This design comes from an exercise in tuning for small area, a short achievable clock period and few clock cycles per item on the open sky130 flow, not from production work.
Function was checked by simulation only, so behaviour that the tests miss may differ from the original.

==> flow/design.v <==
`timescale 1ns / 1ps
`default_nettype none
module rhs_div_stage #(
    parameter int unsigned BIT = 0
) (
    input  logic        i_clk,
    input  logic        i_rst_n,
    input  logic        i_en,
    input  logic        i_valid,
    input  logic [18:0] i_hue_rem,
    input  logic [10:0] i_hue_dvs,
    input  logic [7:0]  i_hue_q,
    input  logic [15:0] i_sat_rem,
    input  logic [7:0]  i_sat_dvs,
    input  logic [7:0]  i_sat_q,
    output logic        o_valid,
    output logic [18:0] o_hue_rem,
    output logic [10:0] o_hue_dvs,
    output logic [7:0]  o_hue_q,
    output logic [15:0] o_sat_rem,
    output logic [7:0]  o_sat_dvs,
    output logic [7:0]  o_sat_q
);
    logic [18:0] w_hue_sh;
    logic [15:0] w_sat_sh;
    logic [18:0] n_hue_rem;
    logic [7:0]  n_hue_q;
    logic [15:0] n_sat_rem;
    logic [7:0]  n_sat_q;
    logic        r_valid;
    always_comb begin
        w_hue_sh  = 19'(i_hue_dvs) << BIT;
        w_sat_sh  = 16'(i_sat_dvs) << BIT;
        n_hue_rem = i_hue_rem;
        n_hue_q   = i_hue_q;
        n_sat_rem = i_sat_rem;
        n_sat_q   = i_sat_q;
        if (i_hue_rem >= w_hue_sh) begin
            n_hue_rem    = i_hue_rem - w_hue_sh;
            n_hue_q[BIT] = 1'b1;
        end
        if (i_sat_rem >= w_sat_sh) begin
            n_sat_rem    = i_sat_rem - w_sat_sh;
            n_sat_q[BIT] = 1'b1;
        end
    end
    always_ff @(posedge i_clk) begin
        if (!i_rst_n) begin
            r_valid <= 1'b0;
        end else if (i_en) begin
            r_valid <= i_valid;
        end
    end
    always_ff @(posedge i_clk) begin
        if (i_en) begin
            o_hue_rem <= n_hue_rem;
            o_hue_dvs <= i_hue_dvs;
            o_hue_q   <= n_hue_q;
            o_sat_rem <= n_sat_rem;
            o_sat_dvs <= i_sat_dvs;
            o_sat_q   <= n_sat_q;
        end
    end
    assign o_valid = r_valid;
endmodule
`default_nettype wire
`timescale 1ns / 1ps
`default_nettype none
module rhs_front (
    input  logic        i_clk,
    input  logic        i_rst_n,
    input  logic        i_en,
    input  logic        i_valid,
    input  logic [7:0]  i_red,
    input  logic [7:0]  i_green,
    input  logic [7:0]  i_blue,
    output logic        o_valid,
    output logic [18:0] o_hue_rem,
    output logic [10:0] o_hue_dvs,
    output logic [7:0]  o_hue_q,
    output logic [15:0] o_sat_rem,
    output logic [7:0]  o_sat_dvs,
    output logic [7:0]  o_sat_q
);
    localparam logic [1:0] SEC_RED   = 2'd0;
    localparam logic [1:0] SEC_GREEN = 2'd1;
    localparam logic [1:0] SEC_BLUE  = 2'd2;
    logic [7:0] w_mx;
    logic [7:0] w_mn;
    logic [1:0] w_sec;
    logic       r_s1_valid;
    logic [7:0] r_s1_red;
    logic [7:0] r_s1_green;
    logic [7:0] r_s1_blue;
    logic [7:0] r_s1_mx;
    logic [7:0] r_s1_mn;
    logic [1:0] r_s1_sec;
    always_comb begin
        w_mx = i_red;
        w_mn = i_red;
        if (i_green > w_mx) w_mx = i_green;
        if (i_blue > w_mx)  w_mx = i_blue;
        if (i_green < w_mn) w_mn = i_green;
        if (i_blue < w_mn)  w_mn = i_blue;
        if (i_red >= i_green && i_red >= i_blue) begin
            w_sec = SEC_RED;
        end else if (i_green >= i_blue) begin
            w_sec = SEC_GREEN;
        end else begin
            w_sec = SEC_BLUE;
        end
    end
    always_ff @(posedge i_clk) begin
        if (!i_rst_n) begin
            r_s1_valid <= 1'b0;
        end else if (i_en) begin
            r_s1_valid <= i_valid;
        end
    end
    always_ff @(posedge i_clk) begin
        if (i_en) begin
            r_s1_red   <= i_red;
            r_s1_green <= i_green;
            r_s1_blue  <= i_blue;
            r_s1_mx    <= w_mx;
            r_s1_mn    <= w_mn;
            r_s1_sec   <= w_sec;
        end
    end
    logic [7:0]  w_d;
    logic [10:0] w_d11;
    logic [10:0] w_n;
    logic        r_s2_valid;
    logic [7:0]  r_s2_d;
    logic [10:0] r_s2_n;
    logic [7:0]  r_s2_mx;
    always_comb begin
        w_d   = r_s1_mx - r_s1_mn;
        w_d11 = 11'(w_d);
        case (r_s1_sec)
            SEC_RED: begin
                if (r_s1_green >= r_s1_blue) begin
                    w_n = 11'(r_s1_green) - 11'(r_s1_blue);
                end else begin
                    w_n = w_d11 * 11'd6 - (11'(r_s1_blue) - 11'(r_s1_green));
                end
            end
            SEC_GREEN: w_n = (w_d11 << 1) + 11'(r_s1_blue) - 11'(r_s1_red);
            SEC_BLUE:  w_n = (w_d11 << 2) + 11'(r_s1_red) - 11'(r_s1_green);
            default:   w_n = '0;
        endcase
    end
    always_ff @(posedge i_clk) begin
        if (!i_rst_n) begin
            r_s2_valid <= 1'b0;
        end else if (i_en) begin
            r_s2_valid <= r_s1_valid;
        end
    end
    always_ff @(posedge i_clk) begin
        if (i_en) begin
            r_s2_d  <= w_d;
            r_s2_n  <= w_n;
            r_s2_mx <= r_s1_mx;
        end
    end
    logic        r_s3_valid;
    logic [18:0] n_hue_rem;
    logic [10:0] n_hue_dvs;
    logic [15:0] n_sat_rem;
    logic [7:0]  n_sat_dvs;
    always_comb begin
        if (r_s2_d == '0) begin
            n_hue_rem = '0;
            n_hue_dvs = 11'd1;
        end else begin
            n_hue_rem = 19'(r_s2_n) * 19'd254 + 19'(r_s2_d) * 19'd3;
            n_hue_dvs = 11'(r_s2_d) * 11'd6;
        end
        n_sat_rem = 16'(r_s2_d) * 16'd254;
        n_sat_dvs = (r_s2_mx == '0) ? 8'd1 : r_s2_mx;
    end
    always_ff @(posedge i_clk) begin
        if (!i_rst_n) begin
            r_s3_valid <= 1'b0;
        end else if (i_en) begin
            r_s3_valid <= r_s2_valid;
        end
    end
    always_ff @(posedge i_clk) begin
        if (i_en) begin
            o_hue_rem <= n_hue_rem;
            o_hue_dvs <= n_hue_dvs;
            o_hue_q   <= '0;
            o_sat_rem <= n_sat_rem;
            o_sat_dvs <= n_sat_dvs;
            o_sat_q   <= '0;
        end
    end
    assign o_valid = r_s3_valid;
endmodule
`default_nettype wire
`timescale 1ns / 1ps
`default_nettype none
module rgb_to_hue_saturation_top (
    input  logic       i_clk,
    input  logic       i_rst_n,
    input  logic       i_valid,
    output logic       o_ready,
    input  logic [7:0] i_red,
    input  logic [7:0] i_green,
    input  logic [7:0] i_blue,
    output logic       o_valid,
    input  logic       i_ready,
    output logic [7:0] o_hue,
    output logic [7:0] o_saturation
);
    logic        w_en;
    logic [8:0]  w_vld;
    logic [18:0] w_hue_rem [9];
    logic [10:0] w_hue_dvs [9];
    logic [7:0]  w_hue_q   [9];
    logic [15:0] w_sat_rem [9];
    logic [7:0]  w_sat_dvs [9];
    logic [7:0]  w_sat_q   [9];
    assign w_en    = !w_vld[8] || i_ready;
    assign o_ready = w_en;
    rhs_front u_front (
        .i_clk     (i_clk),
        .i_rst_n   (i_rst_n),
        .i_en      (w_en),
        .i_valid   (i_valid),
        .i_red     (i_red),
        .i_green   (i_green),
        .i_blue    (i_blue),
        .o_valid   (w_vld[0]),
        .o_hue_rem (w_hue_rem[0]),
        .o_hue_dvs (w_hue_dvs[0]),
        .o_hue_q   (w_hue_q[0]),
        .o_sat_rem (w_sat_rem[0]),
        .o_sat_dvs (w_sat_dvs[0]),
        .o_sat_q   (w_sat_q[0])
    );
    for (genvar gi = 0; gi < 8; gi++) begin : g_div
        rhs_div_stage #(
            .BIT (7 - gi)
        ) u_stage (
            .i_clk     (i_clk),
            .i_rst_n   (i_rst_n),
            .i_en      (w_en),
            .i_valid   (w_vld[gi]),
            .i_hue_rem (w_hue_rem[gi]),
            .i_hue_dvs (w_hue_dvs[gi]),
            .i_hue_q   (w_hue_q[gi]),
            .i_sat_rem (w_sat_rem[gi]),
            .i_sat_dvs (w_sat_dvs[gi]),
            .i_sat_q   (w_sat_q[gi]),
            .o_valid   (w_vld[gi+1]),
            .o_hue_rem (w_hue_rem[gi+1]),
            .o_hue_dvs (w_hue_dvs[gi+1]),
            .o_hue_q   (w_hue_q[gi+1]),
            .o_sat_rem (w_sat_rem[gi+1]),
            .o_sat_dvs (w_sat_dvs[gi+1]),
            .o_sat_q   (w_sat_q[gi+1])
        );
    end
    assign o_valid      = w_vld[8];
    assign o_hue        = w_hue_q[8];
    assign o_saturation = w_sat_q[8];
endmodule
`default_nettype wire
==> flow/run.sh <==
#!/bin/bash
# synth_recipe.tcl (not shown) runs the flow's synth.tcl, then flattens the netlist and writes it again
# the make line also repeats each setting of config.mk as NAME=value (left out here)
make -C /OpenROAD-flow-scripts/flow DESIGN_CONFIG=/design/flow/config.mk WORK_HOME=/design/flow/orfs CLKGATE_MAP_FILE= SYNTH_SCRIPT=/design/flow/synth_recipe.tcl finish
==> flow/config.mk <==
export PLATFORM = sky130hd
export DESIGN_NAME = rgb_to_hue_saturation_top
export DESIGN_NICKNAME = rgb_to_hue_saturation_top
export VERILOG_FILES = /design/flow/design.v
export SDC_FILE = /design/flow/constraint.sdc
export NUM_CORES = 4
export LEC_CHECK = 0
export CAP_MARGIN = 20
export CORE_MARGIN = 2
export CORE_UTILIZATION = 40
export SLEW_MARGIN = 20
==> flow/constraint.sdc <==
create_clock -name core_clock -period 5.5 [get_ports {i_clk}]
set_input_delay 1.1000 -clock core_clock [delete_from_list [all_inputs] [get_ports {i_clk}]]
set_output_delay 1.1000 -clock core_clock [all_outputs]
set_load 0.01 [all_outputs]
==> summary.txt <==
## final cells by class
type	count	area, µm²
repair buffers	69	655.6
clock buffers	89	1802
inverters	394	1486
fillers	8110	47710
clock inverters	30	280.3
flip-flops and latches	568	16950
multi-input cells	2114	16420
well taps	1155	1445
## cell usage after synthesis (all sizes together), types with 6 or more instances
cell type,n
a211oi,22
a21boi,37
a21o,62
a21oi,188
a31oi,15
and2,18
and3,15
clkbuf,42
dfxtp,11
edfxtp,557
fa,88
ha,340
inv,392
mux2,21
mux2i,43
nand2,182
nand2b,42
nand3,40
nand3b,11
nand4,32
nand4b,9
nor2,206
nor2b,57
nor3,79
nor3b,7
nor4,23
o211ai,18
o21a,40
o21ai,156
o21bai,15
o22ai,6
o31a,7
o31ai,32
o41ai,7
or2,15
or3,21
xnor2,124
xor2,69
## logic make-up after synthesis
family                   count (synthesis)  share of synthesized area
multiplexers                            64                    0.01906
AND/OR/NAND/NOR                        777                     0.1101
buffers and inverters                  440                    0.04731
adder cells (fa/ha/maj)                428                     0.1719
flip-flops                             568                     0.4844
AO/OA/AOI/OAI                          652                     0.1186
XOR/XNOR                               193                    0.04853
## final timing paths
kind                          startpoint                     endpoint  slack [ns]  depth (start not counted)
max                    u_front.r_s2_n[3]        u_front.o_hue_rem[11]        0.29                         19
min          g_div[5].u_stage.o_hue_q[5]  g_div[6].u_stage.o_hue_q[5]        0.40                          0
max reg2reg            u_front.r_s2_n[3]        u_front.o_hue_rem[11]        0.29                         19
min reg2reg  g_div[5].u_stage.o_hue_q[5]  g_div[6].u_stage.o_hue_q[5]        0.40                          0
## flip-flops by register name, summed over array words and instances (netlist names), 11 cells and up
| register | count |
|---|---|
| g_div.u_stage.o_hue_dvs | 77 |
| g_div.u_stage.o_hue_q | 36 |
| g_div.u_stage.o_hue_rem | 126 |
| g_div.u_stage.o_sat_dvs | 56 |
| g_div.u_stage.o_sat_q | 36 |
| g_div.u_stage.o_sat_rem | 105 |
| u_front.o_hue_dvs | 11 |
| u_front.o_hue_rem | 18 |
| u_front.o_sat_rem | 15 |
| u_front.r_s2_n | 11 |
## stage by stage
| stage | cells | setup slack (ns) | hold WS [ns] |
|---|---|---|---|
| 2_1_floorplan | 3122 | 0.3264 | 0.4003 |
| 3_3_place_gp | 4298 | 0.1957 | 0.4003 |
| 3_5_place_dp | 4298 | 0.05092 | 0.4045 |
| 4_1_cts | 4417 | 0.01146 | 0.3937 |
| 5_1_grt | 4419 | -0.02899 | 0.3994 |
| 6_report | 4419 | 0.2924 | 0.4003 |
## timing repair
item	4_1_cts	5_1_grt
buffers inserted	0	2
endpoints found under the setup margin	0	9
resized for setup	0	9
## per-layer routing
| layer | vias up | global-route usage | part of all wire |
|---|---|---|---|
| met2 | 263 | 0.2694 | 0.50 |
| met3 | 126 | 0.02117 | 0.026 |
| met1 | 10285 | 0.1724 | 0.44 |
| li1 | 11405 | - | - |
| met5 | - | 0 | 0 |
| met4 | 0 | 0.05583 | 0.034 |
## worst register-to-register path, cell delays in order, from the launching register on
cell	delay, ns
edfxtp_1	0.45
inv_2	0.12
fa_2	0.46
fa_1	0.58
fa_1	0.45
fa_1	0.51
inv_1	0.04
ha_1	0.36
a21oi_2	0.16
buf_4	0.12
o21ai_0	0.09
xor2_1	0.17
ha_1	0.34
or3_1	0.36
o21ai_0	0.10
a21oi_2	0.10
a21boi_0	0.17
a211oi_2	0.18
xnor2_1	0.14
nor2_1	0.05
==> impl_results.md <==
- Clock latency (worst-skew pair): 0.60 ns
- Final net count: 3671
- Die Footprint: 0.08985 mm²
- Gr ovfl total: 0
- # rows: 108
- Normalized max-slew margin: 0.3257
- Share of layout cells above drive strength 1: 0.05453
- Number of global-route vias before repair: 22595
- Drt wl/cell: 14.50 µm
- Core Footprint: 0.08675 mm²
- Initial Util: 0.4033
- Largest cells by area after synthesis: edfxtp_1 48%, ha_1 12%, fa_1 5.0%
- Clock tree sinks: 568
- Post-synthesis sequential area ratio: 0.4844
- Placed Area: 0.03691 mm²
- Most common cell after layout, fill and taps aside: edfxtp_1
- Outcome: complete, no violations
- Drt total wl: 64.06 mm
- Critical path class: reg2reg
- Final setup violation count: 0
- Cell taking the most area after synthesis: edfxtp_1
- Vias post-DR: 22079
- Most frequent CP cell: fa_1
- CP startpoint kind: flip-flop
- Fmax: 0.1920 GHz
- Die Y: 299.7 µm
- Longest Clk Path Bufs: 3
- CP max-delay cell: fa_1
- CTS tree: yes
- Drt initial violations: 977
- Hold WC Path Type: reg2reg
- Drt first pass iters: 5
- Ys Warns: 16
- First-pass GRT wire length: 108.8 mm
- Worst Skew: 0.02054 ns
- Total negative slack: 0 ns
- Buffers & Inverters on Critical Path: 3
- Slew Viols, Final: 0
- Die Wd: 299.7 µm
- H-tree Lvls: 3
- # DRC: 0
- Layout Utilization: 0.4500
- Crit path max fanout: 5
- Reported max-cap violation count: 0
- Total GRT Usage: 0.1466
- Average vias per placed instance: 4.996
- IO Port Bufs: 45
- Largest net degree at the start of global routing: 149
- CTS buffer count: 68
- Tmin final: 5.208 ns
- Max incr delay on CP: 0.58 ns
- Clk root buf: clkbuf_16
- Num ports: 46
- Worst-margin pin slew: 1.004 ns
- Post-synth EDFFs: 557
- Cell Area, Synth: 0.03499 mm²
- Post-cts hold buffer count: 0
- Crit-path cells: inv_2 > fa_2 > fa_1 > fa_1 > fa_1 > inv_1 > ha_1 > a21oi_2 > buf_4 > o21ai_0 > xor2_1 > ha_1 > or3_1 > o21ai_0 > a21oi_2 > a21boi_0 > a211oi_2 > xnor2_1 > nor2_1
- N_diodes: 0
- Top cell type's share of synthesized area: 0.4781
- Routed Antenna Nets: 0
- #FFs+latches synth: 568
- Critical path endpoint category: flip-flop
- Async S/R FF share, synth: 0
- Cells after Synth: 3122
- Library cells used by synthesis: 83
- Tcrit/Tclk final: 0.9468
- Delay-heaviest family, CP: adder cells
- Final hold vios: 0
- Commonest cells after routing, fill and taps aside: 557 x edfxtp_1, 389 x inv_1, 339 x ha_1, 206 x nor2_1, 185 x a21oi_1
- Top FF cell, synth: edfxtp_1
- Syn Area/Cell: 11.21 µm²
- Clock slew at the register clock pins of the worst setup and hold paths: 0.06 ns
- Post-route cell area: 0.03904 mm²
- Initial antenna violation count: 0
- Detail Placement HPWL: 48.88 mm
- Required @ worst endpoint: 5.84 ns
- GPL Wtd Cong: 0.8366
- Area growth syn-to-layout: 11.58%
- CP Data Arrival Time: 5.55 ns
- Syn_nets: 3578
Testbench counts, summed over its fixed seeds: cycles 16,088, items 16,000.

re-timing with driven ports:
No port has a modelled driver above. Below, the same layout with a new extraction and two added sets of constraints.
Step 1 assumes that a clkbuf_16 drives the clock port and a buf_2 every other input.
Step 2, shift: input delay + t, output delay - t, t = (earliest + latest rising clock arrival at the registers) / 2. This alone moves slack from input paths to output paths.
Three values: no drivers, after step 1, after step 2; two values: the first two.
t, ns: 0.649
setup slack, ns: 0.292 / 0.292 / 0.292
worst hold slack (ns): 0.400 / 0.400 / 0.400
pins driven straight from the clock port: 1
After both steps setup and hold are still met in this run. For this run, drivers alone change the setup slack by 0.000 ns; drivers and shift together by 0.000 ns.
